From an optimization exercise on the open Yosys and OpenROAD flow, aimed at small area and a short achievable clock period; shortcuts taken in it are not production practice.
Function was checked by simulation only, so behaviour that the tests miss may differ from the original.
No activity file was given, so power comes from the tool's default toggle rates.

== alpha ==
Design ssd1309_driver, start of the top module:
module ssd1309_driver #(
    parameter int STARTUP_DELAY = 100,  
    parameter int FRAME_GAP     = 150   
) (
    input  logic     clk,
    input  logic     reset,
    input  logic     fb_we,    
    input  oled_pkg::fb_addr_t fb_addr,
    input  oled_pkg::byte_t    fb_data,
    output logic     sclk,     
    output logic     sdin,     
    output logic     res,
    output logic     cmd,      
    output logic     cs
);
clock: 11.0 ns
lec_check: 0
cap_margin: 20
core_margin: 2
core_utilization: 60
slew_margin: 20
synth_hierarchical: 1
synth_memory_max_bits: 16384
standard.sh (not shown) runs the stock make flow with config.mk's settings and CLKGATE_MAP_FILE= SYNTH_SCRIPT=/design/flow/synth_recipe.tcl, a recipe that flattens the netlist after the stock synthesis.
==> flow/flow/run.sh <==
#!/bin/bash
# Standard synthesis and layout, with sized port buffers, the output
# flip-flops and buffers pulled next to their pins after placement, a
# sparser clock tree without dummy loads, timing repair aimed below the
# clock period, more antenna repair rounds and a fanout cap of 150 for
# repair_design (flow/max_fanout.tcl). Each step's full log is in
# orfs/logs; make's own output is in synth.log, place.log and layout.log,
# the placement tweak's in pull_out_flops.log.
set -euo pipefail
KNOBS=(
    "BUFFER_PORTS_ARGS=-buffer_cell sky130_fd_sc_hd__buf_2"
    "CTS_ARGS=-sink_clustering_enable -repair_clock_nets -sink_clustering_size 25 -sink_clustering_max_diameter 100 -dont_use_dummy_load"
    SETUP_SLACK_MARGIN=7.45
    MAX_REPAIR_ANTENNAS_ITER_DRT=12
    MAX_REPAIR_ANTENNAS_ITER_GRT=12
    "PRE_RESIZE_TCL=$PWD/flow/max_fanout.tcl"
)
bash standard.sh synth > synth.log 2>&1
bash standard.sh "${KNOBS[@]}" place > place.log 2>&1
RES=orfs/results/$FLOW_PLATFORM/ssd1309_driver/base
ODB_IN=$RES/3_place.odb ODB_OUT=$RES/3_place_pulled.odb \
    openroad -no_init -exit flow/pull_out_flops.tcl > pull_out_flops.log 2>&1
mv $RES/3_place_pulled.odb $RES/3_place.odb
bash standard.sh "${KNOBS[@]}" finish > layout.log 2>&1
==> flow/flow/max_fanout.tcl <==
# Cap net fanout for repair_design, so that no net of the huge write-data
# and read-select fans is left with hundreds of pins.
set_max_fanout 150 [current_design]
Other scripts of this flow, unchanged in this note and not shown: flow/flow/pull_out_flops.tcl
Input-level comparison between beta and alpha:
diff --git a/flow/flow/run.sh b/flow/flow/run.sh
--- a/flow/flow/run.sh
+++ b/flow/flow/run.sh
@@ -5 +5 @@
-# clock period, more antenna repair rounds and a fanout cap of 150 for
+# clock period, more antenna repair rounds and a fanout cap of 64 for
@@ -12 +12 @@
-    "CTS_ARGS=-sink_clustering_enable -repair_clock_nets -sink_clustering_size 25 -sink_clustering_max_diameter 100 -dont_use_dummy_load"
+    "CTS_ARGS=-sink_clustering_enable -repair_clock_nets -sink_clustering_size 28 -sink_clustering_max_diameter 100 -dont_use_dummy_load"
==> flow/flow/max_fanout.tcl <==
# Cap net fanout for repair_design, so that no net of the huge write-data
# and read-select fans is left with hundreds of pins.
set_max_fanout 64 [current_design]
Row post-route worst setup slack: beta higher / alpha lower. Share of total power in combinational logic across beta and alpha: no real change. Compared to alpha, beta has number of antenna cells inserted about 26% higher. Changes observed in beta relative to alpha: wire length of the first global-routing pass rose by 26000 microns, number of setup buffers added after CTS grew by 3, routed length on met3 moved up. Post-DP HPWL: beta and alpha compared, lower one is alpha. The lower global-route usage came out of alpha. Compared with alpha, beta is more frugal on power. Lower non-clock buffering overhead in the final layout was reported by alpha, not beta.
> inputs changed (beta -> gamma)
- CORE_UTILIZATION now 65, was 60
diff --git a/flow/flow/run.sh b/flow/flow/run.sh
--- a/flow/flow/run.sh
+++ b/flow/flow/run.sh
@@ -5,2 +5 @@
-# clock period, more antenna repair rounds and a fanout cap of 64 for
-# repair_design (flow/max_fanout.tcl). Each step's full log is in
+# clock period and more antenna repair rounds. Each step's full log is in
@@ -16 +14,0 @@
-    "PRE_RESIZE_TCL=$PWD/flow/max_fanout.tcl"
removed: flow/flow/max_fanout.tcl
## What came out
Summary of gamma over beta: total placed instance area went down 0.49%; sequential share of power went up 0.3 points. Comparing beta and gamma, the lower combinational power is on gamma. Power: gamma draws less than beta.

* * *

Starting RTL as in the previous note.
Settings: LEC_CHECK=0, CAP_MARGIN=20, CORE_MARGIN=2, CORE_UTILIZATION=60, SLEW_MARGIN=20, SYNTH_HIERARCHICAL=1, SYNTH_MEMORY_MAX_BITS=16384; clock period 11.0 ns.
==> flow/flow/run.sh <==
#!/bin/bash
# Standard synthesis and layout, with sized port buffers, the output
# flip-flops and buffers pulled next to their pins after placement, a
# sparser clock tree without dummy loads, timing repair aimed below the
# clock period, more antenna repair rounds and a fanout cap of 150 for
# repair_design (flow/max_fanout.tcl). Each step's full log is in
# orfs/logs; make's own output is in synth.log, place.log and layout.log,
# the placement tweak's in pull_out_flops.log.
set -euo pipefail
KNOBS=(
    "BUFFER_PORTS_ARGS=-buffer_cell sky130_fd_sc_hd__buf_2"
    "CTS_ARGS=-sink_clustering_enable -repair_clock_nets -sink_clustering_size 28 -sink_clustering_max_diameter 100 -dont_use_dummy_load"
    SETUP_SLACK_MARGIN=7.45
    MAX_REPAIR_ANTENNAS_ITER_DRT=12
    MAX_REPAIR_ANTENNAS_ITER_GRT=12
    "PRE_RESIZE_TCL=$PWD/flow/max_fanout.tcl"
)
bash standard.sh synth > synth.log 2>&1
bash standard.sh "${KNOBS[@]}" place > place.log 2>&1
RES=orfs/results/$FLOW_PLATFORM/ssd1309_driver/base
ODB_IN=$RES/3_place.odb ODB_OUT=$RES/3_place_pulled.odb \
    openroad -no_init -exit flow/pull_out_flops.tcl > pull_out_flops.log 2>&1
mv $RES/3_place_pulled.odb $RES/3_place.odb
bash standard.sh "${KNOBS[@]}" finish > layout.log 2>&1
==> flow/flow/max_fanout.tcl <==
# Cap net fanout for repair_design, so that no net of the huge write-data
# and read-select fans is left with hundreds of pins.
set_max_fanout 150 [current_design]
Other scripts of this flow, unchanged in this note and not shown: flow/flow/pull_out_flops.tcl
Edit:
--- a/flow/flow/run.sh
+++ b/flow/flow/run.sh
@@ -3,6 +3,5 @@
 # flip-flops and buffers pulled next to their pins after placement, a
 # sparser clock tree without dummy loads, timing repair aimed below the
-# clock period, more antenna repair rounds and a fanout cap of 150 for
-# repair_design (flow/max_fanout.tcl). Each step's full log is in
+# clock period and more antenna repair rounds. Each step's full log is in
 # orfs/logs; make's own output is in synth.log, place.log and layout.log,
 # the placement tweak's in pull_out_flops.log.
@@ -10,9 +9,8 @@
 KNOBS=(
     "BUFFER_PORTS_ARGS=-buffer_cell sky130_fd_sc_hd__buf_2"
-    "CTS_ARGS=-sink_clustering_enable -repair_clock_nets -sink_clustering_size 28 -sink_clustering_max_diameter 100 -dont_use_dummy_load"
+    "CTS_ARGS=-sink_clustering_enable -repair_clock_nets -sink_clustering_size 25 -sink_clustering_max_diameter 100 -dont_use_dummy_load"
     SETUP_SLACK_MARGIN=7.45
     MAX_REPAIR_ANTENNAS_ITER_DRT=12
     MAX_REPAIR_ANTENNAS_ITER_GRT=12
-    "PRE_RESIZE_TCL=$PWD/flow/max_fanout.tcl"
 )
 bash standard.sh synth > synth.log 2>&1
removed: flow/flow/max_fanout.tcl
Result: The new run completed without violations. Cell count stays flat. Synthesized cell count does not change. Worst setup slack degrades by 0.010 ns.

afterwards: timing with drivers on the ports:
In the flow no input, the clock included, has a driving cell. The finished layouts below were timed again as built, in two steps.
Step 1 assumes that a clkbuf_16 drives the clock port and a buf_2 every other input.
Step 2, shift: input delay + t, output delay - t, t = (earliest + latest rising clock arrival at the registers) / 2. This alone moves slack from input paths to output paths.
Three values: ideal, step 1, step 2; two values: the first two.
| run | t, ns | slack for setup (ns) | worst hold slack (ns) | worst setup path after step 2 | worst register clock-pin slew, ns |
|---|---|---|---|---|---|
| alpha | 1.135 | 7.308 / 7.190 / 6.443 | 0.455 / 0.455 / 0.455 | input to register | 0.10 / 0.10 |
| beta | 1.130 | 7.321 / 7.201 / 6.435 | 0.458 / 0.458 / 0.458 | input to register | 0.11 / 0.11 |
| gamma | 1.129 | 7.348 / 7.231 / 6.483 | 0.449 / 0.449 / 0.449 | input to register | 0.11 / 0.11 |
| the first run of note 2 | 1.121 | 7.324 / 7.210 / 6.483 | 0.450 / 0.450 / 0.450 | input to register | 0.11 / 0.11 |
| the second run of note 2 | 1.134 | 7.314 / 7.198 / 6.464 | 0.448 / 0.448 / 0.448 | input to register | 0.10 / 0.10 |
After both steps setup and hold are still met in every run listed. For beta, which loses most, drivers alone change the setup slack by -0.120 ns; drivers and shift together by -0.886 ns.
